This is an optimization exercise on Yosys and OpenROAD, whose aim is a short achievable clock period and few clock cycles, not a production implementation.
At most, simulation tests tie the RTL to the original design; equivalence was not proved.
Power figures rest on the tool's default switching activity, not on a simulated workload.

Design mips_core, start of the top module:
module mips_core #(
    parameter mips_pkg::word_t RESET_PC = 32'h0000_3000
) (
    input  logic       clk,
    input  logic       arst_n,
    output mips_pkg::word_t      i_inst_addr,
    input  mips_pkg::word_t      i_inst_rdata,
    output mips_pkg::word_t      m_data_addr,
    input  mips_pkg::word_t      m_data_rdata,
    output mips_pkg::word_t      m_data_wdata,
    output logic [3:0] m_data_byteen,
    output logic       w_grf_we,
    output mips_pkg::reg_addr_t  w_grf_addr,
    output mips_pkg::word_t      w_grf_wdata,
    output mips_pkg::word_t      w_inst_addr
);
Size: about 6500 cells after synthesis, about 73000 sq um of cells after synthesis.
clock: 8.0 ns
lec_check: 0
cap_margin: 20
core_margin: 2
core_utilization: 40
place_density: 0.55
setup_slack_margin: 5
slew_margin: 20
synth_hierarchical: 1
synth_minimum_keep_size: 0
standard.sh (not shown) runs the stock make flow with config.mk's settings and CLKGATE_MAP_FILE= SYNTH_SCRIPT=/design/flow/synth_recipe.tcl, a recipe that flattens the netlist after the stock synthesis.
==> flow/flow/run.sh <==
#!/bin/bash
set -euo pipefail
bash standard.sh synth > synth.log 2>&1
bash standard.sh SETUP_SLACK_MARGIN=5.3 MATCH_CELL_FOOTPRINT=0 finish > layout.log 2>&1
Then changed:
--- a/flow/design.v
+++ b/flow/design.v
@@ -62,49 +62,52 @@
                 p[i] = ~pn[i];
             end
         end
     end
 endmodule
 module mips_ks_add #(
     parameter bit SUB = 1'b0
 ) (
     input  mips_pkg::word_t a,
     input  mips_pkg::word_t b,
-    output mips_pkg::word_t y
+    output mips_pkg::word_t y,
+    output logic            c31     
 );
     logic [31:0] bb, g0, p0, x0;
     logic [31:0] g1n, p1n, g2, p2, g3n, p3n, g4, p4, g5n, p5n;
     assign bb = SUB ? ~b : b;
     assign x0 = a ^ bb;
     assign g0 = SUB ? ((a & bb) | {31'd0, x0[0]}) : (a & bb);
     assign p0 = x0;
     mips_ks_lvl_n #(.D(1))  u_l1 (.g(g0),   .p(p0),   .gn(g1n), .pn(p1n));
     mips_ks_lvl_p #(.D(2))  u_l2 (.gn(g1n), .pn(p1n), .g(g2),   .p(p2));
     mips_ks_lvl_n #(.D(4))  u_l3 (.g(g2),   .p(p2),   .gn(g3n), .pn(p3n));
     mips_ks_lvl_p #(.D(8))  u_l4 (.gn(g3n), .pn(p3n), .g(g4),   .p(p4));
     mips_ks_lvl_n #(.D(16)) u_l5 (.g(g4),   .p(p4),   .gn(g5n), .pn(p5n));
-    assign y = x0 ^ {~g5n[30:0], SUB};
+    assign y   = x0 ^ {~g5n[30:0], SUB};
+    assign c31 = ~g5n[30];
 endmodule
 module mips_alu (
     input  mips_pkg::word_t a,
     input  mips_pkg::word_t b,
     output mips_pkg::word_t sum,
     output mips_pkg::word_t diff,
     output mips_pkg::word_t and_y,
     output mips_pkg::word_t or_y,
     output logic            lt
 );
-    mips_ks_add #(.SUB(1'b0)) u_sum  (.a(a), .b(b), .y(sum));
-    mips_ks_add #(.SUB(1'b1)) u_diff (.a(a), .b(b), .y(diff));
+    logic c31_sum, c31_diff;
+    mips_ks_add #(.SUB(1'b0)) u_sum  (.a(a), .b(b), .y(sum),  .c31(c31_sum));
+    mips_ks_add #(.SUB(1'b1)) u_diff (.a(a), .b(b), .y(diff), .c31(c31_diff));
     assign and_y = a & b;
     assign or_y  = a | b;
-    assign lt    = (a[31] ^ b[31]) ? a[31] : diff[31];
+    assign lt    = (a[31] ^ b[31]) ? a[31] : ~c31_diff;
 endmodule
 module mips_opmux_alu (
     input  mips_pkg::word_t sum,
     input  mips_pkg::word_t diff,
     input  mips_pkg::word_t and_y,
     input  mips_pkg::word_t or_y,
     input  logic            lt,
     input  logic [4:0]      sel,    
     output mips_pkg::word_t pa_n,
     output mips_pkg::word_t pb_n
@@ -288,30 +291,26 @@
     mips_rf_nand2 #(.N(4))  u_l4 (.a_n(h3_n), .y(h4));
     mips_rf_nor2  #(.N(2))  u_l5 (.a(h4), .y_n(rd_n));
 endmodule
 module mips_regfile (
     input  logic                clk,
     input  logic                arst_n,
     input  mips_pkg::reg_addr_t ra1,
     input  mips_pkg::reg_addr_t ra2,
     input  logic                we,
     input  mips_pkg::reg_addr_t wa,
-    input  logic                wd_ld,    
-    input  mips_pkg::word_t     wd_data,
-    input  mips_pkg::word_t     wd_res,
+    input  mips_pkg::word_t     wd,
     output mips_pkg::word_t     rd1_n,
     output mips_pkg::word_t     rd2_n
 );
     logic [31*32-1:0] regs;
     logic [31:1]      valid;
-    mips_pkg::word_t  wd;
-    assign wd = wd_ld ? wd_data : wd_res;
     logic [31:1]      sel1, sel2;
     always_ff @(posedge clk or negedge arst_n) begin
         if (!arst_n) begin
             valid <= '0;
         end else if (we) begin
             for (int i = 1; i < 32; i++) begin
                 if (wa == i[4:0]) valid[i] <= 1'b1;
             end
         end
     end
@@ -461,23 +460,21 @@
         .op_or    (f_or),
         .op_slt   (f_slt)
     );
     mips_regfile u_regfile (
         .clk    (clk),
         .arst_n (arst_n),
         .ra1    (f_instr[25:21]),
         .ra2    (f_instr[20:16]),
         .we     (m_we),
         .wa     (m_dest),
-        .wd_ld  (m_load),
-        .wd_data(m_data_rdata),
-        .wd_res (m_res),
+        .wd     (m_wd),
         .rd1_n  (f_rf1_n),
         .rd2_n  (f_rf2_n)
     );
     mips_hazard_unit u_hazard (
         .f_rs    (f_instr[25:21]),
         .f_rt    (f_instr[20:16]),
         .f_hold_a (f_hold_a),
         .f_hold_t (f_hold_t),
         .x_dest  (x_dest),
         .x_we    (x_we),
@@ -561,21 +558,22 @@
         .or_y  (x_or_y),
         .lt    (x_lt)
     );
     mips_opmux u_res (
         .sum (x_sum), .diff (x_diff), .and_y (x_and_y), .or_y (x_or_y), .lt (x_lt),
         .w1 ('0), .w2 ('0), .w3_n ('1), .sel ({3'b000, x_ops}), .y (x_y)
     );
     assign x_cmp_a = x_a_ld ? m_data_rdata : x_opa;
     assign x_eq    = (x_opa == x_opb);
     assign x_sd = x_sd_x ? m_wd : x_sd_m ? w_res : x_rt_rf;
-    mips_ks_add #(.SUB(1'b0)) u_btgt (.a(x_pc4), .b(x_off), .y(x_btgt));
+    logic x_btgt_c31;
+    mips_ks_add #(.SUB(1'b0)) u_btgt (.a(x_pc4), .b(x_off), .y(x_btgt), .c31(x_btgt_c31));
     assign x_redirect = x_j | x_jr | (x_eq ? x_beq : x_bne);
     assign x_npc      = x_jr ? x_cmp_a : x_j ? x_jt : x_btgt;
     mips_npc u_npc (
         .redirect (x_redirect),
         .tgt      (x_npc),
         .stall    (f_stall),
         .pc       (f_pc),
         .pc4      (f_pc4),
         .npc      (f_npc)
     );
After rerunning: This time the run produced a layout that fails on antenna rules; final cell count rises by 0.53%; total power rises by 2.9%; die area came out lower by 0.47%; global-route usage climbs by 1.3 points; non-clock buffer count went up by 66; via count increases by 0.98%; worst hold slack gets worse by 0.0031 ns; area after synthesis goes down by 0.47%; flip-flop and latch count does not change.
Testbench counts after the change, summed over its fixed seeds: cycles 44,413.
Only the layout flow was run in the first run of this note; the RTL was not checked for function there.

[static timing again, ports no longer ideal]
The results above use ideal ports. As a check the final layouts listed here were re-extracted and re-timed, cells and wires unchanged.
Step 1 assumes that a clkbuf_16 drives the clock port and a buf_2 every other input.
Step 2, shift: input delay + t, output delay - t, t = (earliest + latest rising clock arrival at the registers) / 2. This alone moves slack from input paths to output paths.
Three values: ideal ports, drivers, drivers and shift; two values: the first two.
run | shift t [ns] | setup WS [ns] | hold slack, ns | clock arrival spread, ns | worst slew at a driven data input, ns
the first run | 0.950 | 4.993 / 4.896 / 4.134 | 0.343 / 0.343 / 0.343 | 0.072 / 0.073 | 0.16
the second run | 0.931 | 4.996 / 4.909 / 4.109 | 0.340 / 0.340 / 0.340 | 0.040 / 0.040 | 0.24
The setup slack of the second run, which loses most, moves by -0.087 ns with the drivers and by -0.887 ns with both steps.
